This design comes from an exercise in tuning for small area on the open sky130 flow, not from production work. Function was checked by simulation only, so behaviour that the tests miss may differ from the original. Power and IR drop assume default switching activity.

==> design/flow/constraint.sdc <==
create_clock -name core_clock -period 7.0 [get_ports {clk}]
set_input_delay 1.4000 -clock core_clock [delete_from_list [all_inputs] [get_ports {clk}]]
set_output_delay 1.4000 -clock core_clock [all_outputs]
set_load 0.01 [all_outputs]
==> design/flow/flow/run.sh <==
#!/bin/bash
# The standard layout (standard.sh, unchanged synthesis), except that the
# port buffers are buf_1 cells instead of the default delay-buffer choice.
export BUFFER_PORTS_ARGS="-buffer_cell sky130_fd_sc_hd__buf_1"
bash standard.sh > standard.log 2>&1
==> design/flow/config.mk <==
export PLATFORM = sky130hd
export DESIGN_NAME = mac_ram_output
export DESIGN_NICKNAME = mac_ram_output
export VERILOG_FILES = /design/flow/design.v
export SDC_FILE = /design/flow/constraint.sdc
export NUM_CORES = 4
export LEC_CHECK = 0
export CAP_MARGIN = 20
export CORE_MARGIN = 2
export CORE_UTILIZATION = 60
export CTS_CLUSTER_DIAMETER = 100
export CTS_CLUSTER_SIZE = 30
export GPL_TIMING_DRIVEN = 0
export PLACE_DENSITY = 0.7
export SETUP_SLACK_MARGIN = 0.2
export SLEW_MARGIN = 20
export SYNTH_HIERARCHICAL = 1
export SYNTH_MINIMUM_KEEP_SIZE = 0
==> design/flow/design.v <==
module mac_ram_output #(
  parameter int unsigned IN_W  = 8,
  parameter int unsigned ACC_W = 19,
  parameter int unsigned DEPTH = 64,
  parameter int unsigned AW    = 6
) (
  input  logic                    clk,
  input  logic                    reset,
  input  logic signed [IN_W-1:0]  inA,
  input  logic signed [IN_W-1:0]  inB,
  input  logic                    clr,
  output logic signed [ACC_W-1:0] out,
  input  logic signed [ACC_W-1:0] wr_data,
  input  logic                    write_enable,
  input  logic [AW-1:0]           rd_addr,
  output logic signed [ACC_W-1:0] rd_data,
  output logic [AW:0]             wr_count,
  output logic                    full
);
  localparam int unsigned LW = AW / 2;           
  localparam int unsigned HW = AW - LW;          
  localparam int unsigned NL = 1 << LW;
  localparam int unsigned NH = 1 << HW;
  localparam int unsigned NG = (DEPTH + 2) / 3;  
  logic [ACC_W-1:0] w_acc_d;
  logic             w_wr_accept;
  logic [ACC_W-1:0] r_acc;
  logic [AW:0]      r_count;
  logic [ACC_W-1:0] r_mem [DEPTH];
  wire pp_0_0 = (inA[0] & inB[0]);
  wire pp_0_1 = (inA[0] & inB[1]);
  wire pp_0_2 = (inA[0] & inB[2]);
  wire pp_0_3 = (inA[0] & inB[3]);
  wire pp_0_4 = (inA[0] & inB[4]);
  wire pp_0_5 = (inA[0] & inB[5]);
  wire pp_0_6 = (inA[0] & inB[6]);
  wire pp_0_7 = ~(inA[0] & inB[7]);
  wire pp_1_0 = (inA[1] & inB[0]);
  wire pp_1_1 = (inA[1] & inB[1]);
  wire pp_1_2 = (inA[1] & inB[2]);
  wire pp_1_3 = (inA[1] & inB[3]);
  wire pp_1_4 = (inA[1] & inB[4]);
  wire pp_1_5 = (inA[1] & inB[5]);
  wire pp_1_6 = (inA[1] & inB[6]);
  wire pp_1_7 = ~(inA[1] & inB[7]);
  wire pp_2_0 = (inA[2] & inB[0]);
  wire pp_2_1 = (inA[2] & inB[1]);
  wire pp_2_2 = (inA[2] & inB[2]);
  wire pp_2_3 = (inA[2] & inB[3]);
  wire pp_2_4 = (inA[2] & inB[4]);
  wire pp_2_5 = (inA[2] & inB[5]);
  wire pp_2_6 = (inA[2] & inB[6]);
  wire pp_2_7 = ~(inA[2] & inB[7]);
  wire pp_3_0 = (inA[3] & inB[0]);
  wire pp_3_1 = (inA[3] & inB[1]);
  wire pp_3_2 = (inA[3] & inB[2]);
  wire pp_3_3 = (inA[3] & inB[3]);
  wire pp_3_4 = (inA[3] & inB[4]);
  wire pp_3_5 = (inA[3] & inB[5]);
  wire pp_3_6 = (inA[3] & inB[6]);
  wire pp_3_7 = ~(inA[3] & inB[7]);
  wire pp_4_0 = (inA[4] & inB[0]);
  wire pp_4_1 = (inA[4] & inB[1]);
  wire pp_4_2 = (inA[4] & inB[2]);
  wire pp_4_3 = (inA[4] & inB[3]);
  wire pp_4_4 = (inA[4] & inB[4]);
  wire pp_4_5 = (inA[4] & inB[5]);
  wire pp_4_6 = (inA[4] & inB[6]);
  wire pp_4_7 = ~(inA[4] & inB[7]);
  wire pp_5_0 = (inA[5] & inB[0]);
  wire pp_5_1 = (inA[5] & inB[1]);
  wire pp_5_2 = (inA[5] & inB[2]);
  wire pp_5_3 = (inA[5] & inB[3]);
  wire pp_5_4 = (inA[5] & inB[4]);
  wire pp_5_5 = (inA[5] & inB[5]);
  wire pp_5_6 = (inA[5] & inB[6]);
  wire pp_5_7 = ~(inA[5] & inB[7]);
  wire pp_6_0 = (inA[6] & inB[0]);
  wire pp_6_1 = (inA[6] & inB[1]);
  wire pp_6_2 = (inA[6] & inB[2]);
  wire pp_6_3 = (inA[6] & inB[3]);
  wire pp_6_4 = (inA[6] & inB[4]);
  wire pp_6_5 = (inA[6] & inB[5]);
  wire pp_6_6 = (inA[6] & inB[6]);
  wire pp_6_7 = ~(inA[6] & inB[7]);
  wire pp_7_0 = ~(inA[7] & inB[0]);
  wire pp_7_1 = ~(inA[7] & inB[1]);
  wire pp_7_2 = ~(inA[7] & inB[2]);
  wire pp_7_3 = ~(inA[7] & inB[3]);
  wire pp_7_4 = ~(inA[7] & inB[4]);
  wire pp_7_5 = ~(inA[7] & inB[5]);
  wire pp_7_6 = ~(inA[7] & inB[6]);
  wire pp_7_7 = (inA[7] & inB[7]);
  wire ag_0 = r_acc[0] & ~clr;
  wire ag_1 = r_acc[1] & ~clr;
  wire ag_2 = r_acc[2] & ~clr;
  wire ag_3 = r_acc[3] & ~clr;
  wire ag_4 = r_acc[4] & ~clr;
  wire ag_5 = r_acc[5] & ~clr;
  wire ag_6 = r_acc[6] & ~clr;
  wire ag_7 = r_acc[7] & ~clr;
  wire ag_8 = r_acc[8] & ~clr;
  wire ag_9 = r_acc[9] & ~clr;
  wire ag_10 = r_acc[10] & ~clr;
  wire ag_11 = r_acc[11] & ~clr;
  wire ag_12 = r_acc[12] & ~clr;
  wire ag_13 = r_acc[13] & ~clr;
  wire ag_14 = r_acc[14] & ~clr;
  wire ag_15 = r_acc[15] & ~clr;
  wire ag_16 = r_acc[16] & ~clr;
  wire ag_17 = r_acc[17] & ~clr;
  wire ag_18 = r_acc[18] & ~clr;
  wire s1 = pp_0_5 ^ pp_1_4;
  wire c2 = pp_0_5 & pp_1_4;
  wire s3 = pp_0_6 ^ pp_1_5 ^ pp_2_4;
  wire c4 = (pp_0_6 & pp_1_5) | (pp_0_6 & pp_2_4) | (pp_1_5 & pp_2_4);
  wire s5 = pp_3_3 ^ pp_4_2;
  wire c6 = pp_3_3 & pp_4_2;
  wire s7 = pp_0_7 ^ pp_1_6 ^ pp_2_5;
  wire c8 = (pp_0_7 & pp_1_6) | (pp_0_7 & pp_2_5) | (pp_1_6 & pp_2_5);
  wire s9 = pp_3_4 ^ pp_4_3 ^ pp_5_2;
  wire c10 = (pp_3_4 & pp_4_3) | (pp_3_4 & pp_5_2) | (pp_4_3 & pp_5_2);
  wire s11 = pp_6_1 ^ pp_7_0;
  wire c12 = pp_6_1 & pp_7_0;
  wire s13 = pp_1_7 ^ pp_2_6 ^ pp_3_5;
  wire c14 = (pp_1_7 & pp_2_6) | (pp_1_7 & pp_3_5) | (pp_2_6 & pp_3_5);
  wire s15 = pp_4_4 ^ pp_5_3 ^ pp_6_2;
  wire c16 = (pp_4_4 & pp_5_3) | (pp_4_4 & pp_6_2) | (pp_5_3 & pp_6_2);
  wire s17 = pp_7_1 ^ ag_8 ^ 1'b1;
  wire c18 = (pp_7_1 & ag_8) | (pp_7_1 & 1'b1) | (ag_8 & 1'b1);
  wire s19 = pp_2_7 ^ pp_3_6 ^ pp_4_5;
  wire c20 = (pp_2_7 & pp_3_6) | (pp_2_7 & pp_4_5) | (pp_3_6 & pp_4_5);
  wire s21 = pp_5_4 ^ pp_6_3 ^ pp_7_2;
  wire c22 = (pp_5_4 & pp_6_3) | (pp_5_4 & pp_7_2) | (pp_6_3 & pp_7_2);
  wire s23 = pp_3_7 ^ pp_4_6 ^ pp_5_5;
  wire c24 = (pp_3_7 & pp_4_6) | (pp_3_7 & pp_5_5) | (pp_4_6 & pp_5_5);
  wire s25 = pp_0_3 ^ pp_1_2;
  wire c26 = pp_0_3 & pp_1_2;
  wire s27 = pp_0_4 ^ pp_1_3 ^ pp_2_2;
  wire c28 = (pp_0_4 & pp_1_3) | (pp_0_4 & pp_2_2) | (pp_1_3 & pp_2_2);
  wire s29 = pp_3_1 ^ pp_4_0;
  wire c30 = pp_3_1 & pp_4_0;
  wire s31 = s1 ^ pp_2_3 ^ pp_3_2;
  wire c32 = (s1 & pp_2_3) | (s1 & pp_3_2) | (pp_2_3 & pp_3_2);
  wire s33 = pp_4_1 ^ pp_5_0 ^ ag_5;
  wire c34 = (pp_4_1 & pp_5_0) | (pp_4_1 & ag_5) | (pp_5_0 & ag_5);
  wire s35 = s3 ^ s5 ^ pp_5_1;
  wire c36 = (s3 & s5) | (s3 & pp_5_1) | (s5 & pp_5_1);
  wire s37 = pp_6_0 ^ ag_6 ^ c2;
  wire c38 = (pp_6_0 & ag_6) | (pp_6_0 & c2) | (ag_6 & c2);
  wire s39 = s7 ^ s9 ^ s11;
  wire c40 = (s7 & s9) | (s7 & s11) | (s9 & s11);
  wire s41 = ag_7 ^ c4 ^ c6;
  wire c42 = (ag_7 & c4) | (ag_7 & c6) | (c4 & c6);
  wire s43 = s13 ^ s15 ^ s17;
  wire c44 = (s13 & s15) | (s13 & s17) | (s15 & s17);
  wire s45 = c8 ^ c10 ^ c12;
  wire c46 = (c8 & c10) | (c8 & c12) | (c10 & c12);
  wire s47 = s19 ^ s21 ^ ag_9;
  wire c48 = (s19 & s21) | (s19 & ag_9) | (s21 & ag_9);
  wire s49 = c14 ^ c16 ^ c18;
  wire c50 = (c14 & c16) | (c14 & c18) | (c16 & c18);
  wire s51 = s23 ^ pp_6_4 ^ pp_7_3;
  wire c52 = (s23 & pp_6_4) | (s23 & pp_7_3) | (pp_6_4 & pp_7_3);
  wire s53 = ag_10 ^ c20 ^ c22;
  wire c54 = (ag_10 & c20) | (ag_10 & c22) | (c20 & c22);
  wire s55 = pp_4_7 ^ pp_5_6 ^ pp_6_5;
  wire c56 = (pp_4_7 & pp_5_6) | (pp_4_7 & pp_6_5) | (pp_5_6 & pp_6_5);
  wire s57 = pp_7_4 ^ ag_11 ^ c24;
  wire c58 = (pp_7_4 & ag_11) | (pp_7_4 & c24) | (ag_11 & c24);
  wire s59 = pp_5_7 ^ pp_6_6 ^ pp_7_5;
  wire c60 = (pp_5_7 & pp_6_6) | (pp_5_7 & pp_7_5) | (pp_6_6 & pp_7_5);
  wire s61 = pp_0_2 ^ pp_1_1;
  wire c62 = pp_0_2 & pp_1_1;
  wire s63 = s25 ^ pp_2_1 ^ pp_3_0;
  wire c64 = (s25 & pp_2_1) | (s25 & pp_3_0) | (pp_2_1 & pp_3_0);
  wire s65 = s27 ^ s29 ^ ag_4;
  wire c66 = (s27 & s29) | (s27 & ag_4) | (s29 & ag_4);
  wire s67 = s31 ^ s33 ^ c28;
  wire c68 = (s31 & s33) | (s31 & c28) | (s33 & c28);
  wire s69 = s35 ^ s37 ^ c32;
  wire c70 = (s35 & s37) | (s35 & c32) | (s37 & c32);
  wire s71 = s39 ^ s41 ^ c36;
  wire c72 = (s39 & s41) | (s39 & c36) | (s41 & c36);
  wire s73 = s43 ^ s45 ^ c40;
  wire c74 = (s43 & s45) | (s43 & c40) | (s45 & c40);
  wire s75 = s47 ^ s49 ^ c44;
  wire c76 = (s47 & s49) | (s47 & c44) | (s49 & c44);
  wire s77 = s51 ^ s53 ^ c48;
  wire c78 = (s51 & s53) | (s51 & c48) | (s53 & c48);
  wire s79 = s55 ^ s57 ^ c52;
  wire c80 = (s55 & s57) | (s55 & c52) | (s57 & c52);
  wire s81 = s59 ^ ag_12 ^ c56;
  wire c82 = (s59 & ag_12) | (s59 & c56) | (ag_12 & c56);
  wire s83 = pp_6_7 ^ pp_7_6 ^ ag_13;
  wire c84 = (pp_6_7 & pp_7_6) | (pp_6_7 & ag_13) | (pp_7_6 & ag_13);
  wire s85 = pp_0_1 ^ pp_1_0;
  wire c86 = pp_0_1 & pp_1_0;
  wire s87 = s61 ^ pp_2_0 ^ ag_2;
  wire c88 = (s61 & pp_2_0) | (s61 & ag_2) | (pp_2_0 & ag_2);
  wire s89 = s63 ^ ag_3 ^ c62;
  wire c90 = (s63 & ag_3) | (s63 & c62) | (ag_3 & c62);
  wire s91 = s65 ^ c26 ^ c64;
  wire c92 = (s65 & c26) | (s65 & c64) | (c26 & c64);
  wire s93 = s67 ^ c30 ^ c66;
  wire c94 = (s67 & c30) | (s67 & c66) | (c30 & c66);
  wire s95 = s69 ^ c34 ^ c68;
  wire c96 = (s69 & c34) | (s69 & c68) | (c34 & c68);
  wire s97 = s71 ^ c38 ^ c70;
  wire c98 = (s71 & c38) | (s71 & c70) | (c38 & c70);
  wire s99 = s73 ^ c42 ^ c72;
  wire c100 = (s73 & c42) | (s73 & c72) | (c42 & c72);
  wire s101 = s75 ^ c46 ^ c74;
  wire c102 = (s75 & c46) | (s75 & c74) | (c46 & c74);
  wire s103 = s77 ^ c50 ^ c76;
  wire c104 = (s77 & c50) | (s77 & c76) | (c50 & c76);
  wire s105 = s79 ^ c54 ^ c78;
  wire c106 = (s79 & c54) | (s79 & c78) | (c54 & c78);
  wire s107 = s81 ^ c58 ^ c80;
  wire c108 = (s81 & c58) | (s81 & c80) | (c58 & c80);
  wire s109 = s83 ^ c60 ^ c82;
  wire c110 = (s83 & c60) | (s83 & c82) | (c60 & c82);
  wire s111 = pp_7_7 ^ ag_14 ^ c84;
  wire c112 = (pp_7_7 & ag_14) | (pp_7_7 & c84) | (ag_14 & c84);
  wire s113 = ag_15 ^ 1'b1;
  wire c114 = ag_15 & 1'b1;
  wire s115 = ag_16 ^ 1'b1;
  wire c116 = ag_16 & 1'b1;
  wire s117 = ag_17 ^ 1'b1;
  wire c118 = ag_17 & 1'b1;
  wire s119 = ag_18 ^ 1'b1;
  wire c120 = ag_18 & 1'b1;
  wire s121 = pp_0_0 ^ ag_0 ^ 1'b0;
  wire c122 = (pp_0_0 & ag_0) | (pp_0_0 & 1'b0) | (ag_0 & 1'b0);
  wire s123 = s85 ^ ag_1 ^ c122;
  wire c124 = (s85 & ag_1) | (s85 & c122) | (ag_1 & c122);
  wire s125 = s87 ^ c86 ^ c124;
  wire c126 = (s87 & c86) | (s87 & c124) | (c86 & c124);
  wire s127 = s89 ^ c88 ^ c126;
  wire c128 = (s89 & c88) | (s89 & c126) | (c88 & c126);
  wire s129 = s91 ^ c90 ^ c128;
  wire c130 = (s91 & c90) | (s91 & c128) | (c90 & c128);
  wire s131 = s93 ^ c92 ^ c130;
  wire c132 = (s93 & c92) | (s93 & c130) | (c92 & c130);
  wire s133 = s95 ^ c94 ^ c132;
  wire c134 = (s95 & c94) | (s95 & c132) | (c94 & c132);
  wire s135 = s97 ^ c96 ^ c134;
  wire c136 = (s97 & c96) | (s97 & c134) | (c96 & c134);
  wire [10:0] hia = {s119, s117, s115, s113, s111, s109, s107, s105, s103, s101, s99};
  wire [10:0] hib = {c118, c116, c114, c112, c110, c108, c106, c104, c102, c100, c98};
  wire [10:0] hisum = hia + hib + c136;
  assign w_acc_d = {hisum, s135, s133, s131, s129, s127, s125, s123, s121};
  always_ff @(posedge clk or posedge reset) begin
    if (reset) r_acc <= '0;
    else       r_acc <= w_acc_d;
  end
  assign w_wr_accept = write_enable && !r_count[AW];
  always_ff @(posedge clk or posedge reset) begin
    if (reset)            r_count <= '0;
    else if (w_wr_accept) r_count <= r_count + 1'b1;
  end
  logic [NH-1:0]    w_whi;
  logic [NL-1:0]    w_wlo;
  logic [DEPTH-1:0] w_load, w_hold;
  for (genvar g = 0; g < int'(NH); g++) begin : g_whi
    assign w_whi[g] = w_wr_accept && (r_count[AW-1:LW] == HW'(g));
  end
  for (genvar l = 0; l < int'(NL); l++) begin : g_wlo
    assign w_wlo[l] = (r_count[LW-1:0] == LW'(l));
  end
  for (genvar k = 0; k < int'(DEPTH); k++) begin : g_row
    logic [ACC_W-1:0] w_next;
    assign w_load[k] = w_whi[k / NL] && w_wlo[k % NL];
    assign w_hold[k] = !w_load[k];
    for (genvar b = 0; b < int'(ACC_W); b++) begin : g_bit
      mac_ram_output_ao22 u_next (
        .a1(r_mem[k][b]), .a2(w_hold[k]), .b1(wr_data[b]), .b2(w_load[k]), .y(w_next[b])
      );
    end
    always_ff @(posedge clk) begin
      r_mem[k] <= w_next;
    end
  end
  logic             w_rd_valid;
  logic [NH-1:0]    w_rhi;
  logic [NL-1:0]    w_rlo;
  logic [3*NG-1:0]  w_rsel;
  logic [ACC_W-1:0] w_rd;
  assign w_rd_valid = ({1'b0, rd_addr} < r_count);
  for (genvar g = 0; g < int'(NH); g++) begin : g_rhi
    assign w_rhi[g] = (rd_addr[AW-1:LW] == HW'(g));
  end
  for (genvar l = 0; l < int'(NL); l++) begin : g_rlo
    assign w_rlo[l] = (rd_addr[LW-1:0] == LW'(l));
  end
  for (genvar k = 0; k < int'(3 * NG); k++) begin : g_rsel
    if (k < int'(DEPTH)) begin : g_on
      assign w_rsel[k] = w_rhi[k / NL] && w_rlo[k % NL];
    end else begin : g_off
      assign w_rsel[k] = 1'b0;
    end
  end
  for (genvar b = 0; b < int'(ACC_W); b++) begin : g_rbit
    logic [3*NG-1:0] col;
    logic [NG-1:0]   grp_n;      
    for (genvar k = 0; k < int'(3 * NG); k++) begin : g_col
      if (k < int'(DEPTH)) begin : g_on
        assign col[k] = r_mem[k][b];
      end else begin : g_off
        assign col[k] = 1'b0;
      end
    end
    for (genvar j = 0; j < int'(NG); j++) begin : g_grp
      if (3 * j + 2 < int'(DEPTH)) begin : g_3
        mac_ram_output_aoi222 u_aoi (
          .a1(col[3*j]),   .a2(w_rsel[3*j]),
          .b1(col[3*j+1]), .b2(w_rsel[3*j+1]),
          .c1(col[3*j+2]), .c2(w_rsel[3*j+2]),
          .y(grp_n[j])
        );
      end else if (3 * j + 1 < int'(DEPTH)) begin : g_2
        mac_ram_output_aoi22 u_aoi (
          .a1(col[3*j]),   .a2(w_rsel[3*j]),
          .b1(col[3*j+1]), .b2(w_rsel[3*j+1]),
          .y(grp_n[j])
        );
      end else begin : g_1
        assign grp_n[j] = !(col[3*j] && w_rsel[3*j]);
      end
    end
    assign w_rd[b] = !(&grp_n);
  end
  assign out      = r_acc;
  assign wr_count = r_count;
  assign full     = r_count[AW];
  assign rd_data  = w_rd & {ACC_W{w_rd_valid}};
endmodule
module mac_ram_output_ao22 (
  input  logic a1, a2, b1, b2,
  output logic y
);
  assign y = (a1 & a2) | (b1 & b2);
endmodule
module mac_ram_output_aoi222 (
  input  logic a1, a2, b1, b2, c1, c2,
  output logic y
);
  assign y = ~((a1 & a2) | (b1 & b2) | (c1 & c2));
endmodule
module mac_ram_output_aoi22 (
  input  logic a1, a2, b1, b2,
  output logic y
);
  assign y = ~((a1 & a2) | (b1 & b2));
endmodule
==> design/flow/standard.sh <==
#!/bin/bash
# synth_recipe.tcl (not shown) runs the flow's synth.tcl, then flattens the netlist and writes it again
# the make line also repeats each setting of config.mk as NAME=value (left out here)
make -C /OpenROAD-flow-scripts/flow DESIGN_CONFIG=/design/flow/config.mk WORK_HOME=/design/flow/orfs CLKGATE_MAP_FILE= SYNTH_SCRIPT=/design/flow/synth_recipe.tcl "${@:-finish}"
==> run notes <==
Final ANT Viol Nets=0; non-filler cells in the finished layout=4790; Reg power frac=56.5%; Unique masters post-synth=48; CP peak stage delay=900 ps; CTS tree=yes; Max Root-Sink Buffers=3; r2r endpoint=r_acc[16]; DRT Wirelength=157 mm; I/O Buffers=89; RePlAce Congestion=0.991; Num Clock Sinks=1242; area of placed instances=47600 um^2; worst skew pair latency=650 ps; Initial DRT Pass Iterations=14; crit path DAT=5520 ps; CP Class=primary input to output pin; actual slew at the worst max-slew pin=1230 ps; number of enable flip-flop cells after synthesis=0; Syn Inst Count=3600; dpl cells=4720; unrepaired setup endpoints after global routing=yes; Reg-to-Reg Start=r_acc[5]; Die ar.=76600 um^2; hold-fix buffers at CTS=0; register bit total from synthesis=1242; internal power=12.8 mW; Final setup viols=0; Crit path depth=11; vias in the first global route=35.3k; die extent in x=277 um; status=complete, no violations; Area growth, synth to finish=9.90%; Comb pwr share=24.7%; Max VDD drop=0.496 mV; maxcap violations=0; static leakage=18.8 nW; register-to-register setup slack=1740 ps; first-pass GRT wire length=230 mm; Slew Limit Headroom=18.3%; Critical path buffers and inverters=4; most frequent cells in the layout=a22o_1 (1216), dfxtp_1 (1216), a222oi_1 (399), nand2_1 (108), nor2_2 (95); pins over their slew limit=0; PD cells=371 nW/um^2; Final period util=98.8%; crit start category=primary input; DRC=0; hold crit path type=register to register; Vias=37.4k; cts bufs inserted=47; grt total ovfl=0; wire per inst=32.7 um; Nets=3942; fin crit period=6920 ps; Core Area=74100 um^2; Post-synth ARST share=2.09%; CP Data Required Time=5600 ps; DIE HEIGHT=277 um; crit-path cells=buf_1, buf_2, or3b_2, clkbuf_4, nor2_2, a222oi_1, nand3_1, or4_1, a2111oi_0, a21oi_1, buf_1; Iter 0 DRT Violations=6530; Post-Syn Area=44600 um^2; Clock Skew=21.0 ps; Slowest cell on crit path=a222oi_1; Critical Path End Type=output pin; Clk pwr share=18.8%; site row count=100; switching part of the total=30.0%; Max Freq=145 MHz; yosys synthesis warning count=9; Hold Path Depth=1; R2R cell count=15; CP dominant cell by count=buf_1; setup TNS=0 ps; Fin. Hold Viols=0; CP delay by family, top=simple AND/OR/NAND/NOR gates; initial antenna violation count=2; Avg Inst Size Synth=12.4 um^2; hold path startpoint=r_mem[29][3]; Initial Util=60.3%; Primary FF master, synth=dfxtp_1; H-tree levels=2; Design Area, Final=49100 um^2; Detailed Place HPWL=105 mm; Root Driver=clkbuf_16; Post-Syn Nets=3731; Tot GR Track Use=39.0%; post-synthesis sequential area ratio=56.0%; num ports=91; net switching power=5.46 mW; Worst Hold End=r_mem[29][3]; CTS clk-pin slew, worst paths=110 ps; via/cell ratio=7.80; share of layout cells above drive strength 1=7.86%; largest net degree at the start of global routing=35; Max FO, Critical Path=19
-- modules after synthesis, one instance, submodules excluded --
module	cell area, um^2	cells	copies in the design
mac_ram_output_aoi222	10.0	1	399
mac_ram_output	30000	1985	1
mac_ram_output_ao22	8.76	1	1216
-- layer usage --
layer,track usage (%),wire (um),share of wire [%]
met4,17.0,8150,5.2
met5,0,13,0.0083
met2,59.6,69300,44
met3,9.34,18900,12
met1,53.0,60400,39
-- worst max-delay path by stage --
stage                          start         end  slack, ps
after floorplan               inA[0]   r_acc[16]        640
after global placement    rd_addr[2]  rd_data[5]       -690
after detailed placement  rd_addr[2]  rd_data[5]       -400
after CTS                 rd_addr[1]  rd_data[5]        150
after global routing      rd_addr[2]  rd_data[0]        100
final                     rd_addr[2]  rd_data[0]         80
-- metrics by stage --
step                      util [%]  power [mW]  hold WS, ps  setup WS, ps
after global routing          66.2        19.0          505          99.4
after floorplan                  -        13.2          451           636
after detailed placement      64.2        14.8          467          -396
after CTS                     66.2        18.1          495           154
after global placement        62.4        14.3          462          -690
final                         66.2        18.2          495          84.3
-- timing repair --
action                                  in CTS  in global routing
pin swaps                                    2                  5
endpoints found under the setup margin      18                 12
setup buffers                               11                  2
resized for setup                            8                 12
-- cells in the mapped netlist, types with 11 or more instances --
| cell type | count | share of area [%] |
|---|---|---|
| a2111oi_0 | 15 | 0.29 |
| a21oi_1 | 25 | 0.28 |
| a222oi_1 | 399 | 8.9 |
| a22o_1 | 1216 | 24 |
| and2_1 | 52 | 0.73 |
| dfrtp_1 | 26 | 1.5 |
| dfxtp_1 | 1216 | 55 |
| fa_1 | 57 | 2.6 |
| ha_1 | 29 | 0.81 |
| inv_1 | 93 | 0.78 |
| nand2_1 | 110 | 0.92 |
| nand2b_1 | 12 | 0.17 |
| nand3_1 | 29 | 0.33 |
| nand4_1 | 79 | 1.1 |
| nor2_1 | 105 | 0.88 |
| nor2b_1 | 12 | 0.17 |
| or4_1 | 19 | 0.32 |
| xnor2_1 | 11 | 0.22 |
-- registers in the layout, indices dropped and copies added (netlist names) --
register  cells
r_count       7
r_mem      1216
r_acc        19
-- worst register-to-register path, delay by kind of cell, from the launching register on --
kind | cells | cell delay [ps]
xor gates and xnor gates | 1 | 160
buffers and inverters | 2 | 100
AOI/OAI and AO/OA | 3 | 770
DFF | 1 | 410
adders and majority gates | 8 | 3610
and+or+nand+nor | 1 | 150
-- cells by family (layout without fill, tap and decap cells) --
logic type	after synthesis	after routing	synth area share (%)
compound gates	1676	1676	33.8
xor+xnor	14	14	0.275
fa+ha+maj	86	86	3.37
buf+inv	127	346	1.20
flops	1242	1242	56.0
other cells	0	2	0
simple gates	455	455	5.37
-- cell type report --
cell class | count | area, um^2
fill | 5563 | 25000
sequential | 1242 | 25000
multi-input combinational | 2231 | 19400
timing repair buffer | 164 | 1650
clock buffer | 55 | 1250
tap | 969 | 1210
inverter | 99 | 372
buffer | 26 | 163
clock inverter | 2 | 21.3
antenna | 2 | 5.00
-- power by group through the flow --
stage	clock (mW)	sequential (mW)	combinational, mW
floorplan	0	10.1	3.16
global placement	0	10.2	4.08
detailed placement	0	10.4	4.37
CTS	3.44	10.2	4.40
global route	3.66	10.5	4.82
finish	3.42	10.3	4.50

## port drivers added, routing unchanged
No port has a modelled driver above. Below, the same layout with a new extraction and two added sets of constraints. Step 1 sets driving cells, clkbuf_16 on the clock port and buf_2 on the other inputs (assumed; they add their load-dependent delay and slew). Step 2 also shifts input and output timing later by t, the mid clock arrival at the registers, as if the neighbouring blocks saw the same clock. Slacks: no drivers / after step 1 / after step 2; pairs: no drivers / after step 1.
t (ns): 0.720
setup WS [ns]: 0.084 / 0.055 / 0.055
worst register clock-pin slew, ns: 0.12 / 0.12
worst data-port slew with drivers (ns): 0.05
After both steps setup and hold are still met in this run. For this run, drivers alone change the setup slack by -0.029 ns; drivers and shift together by -0.029 ns.
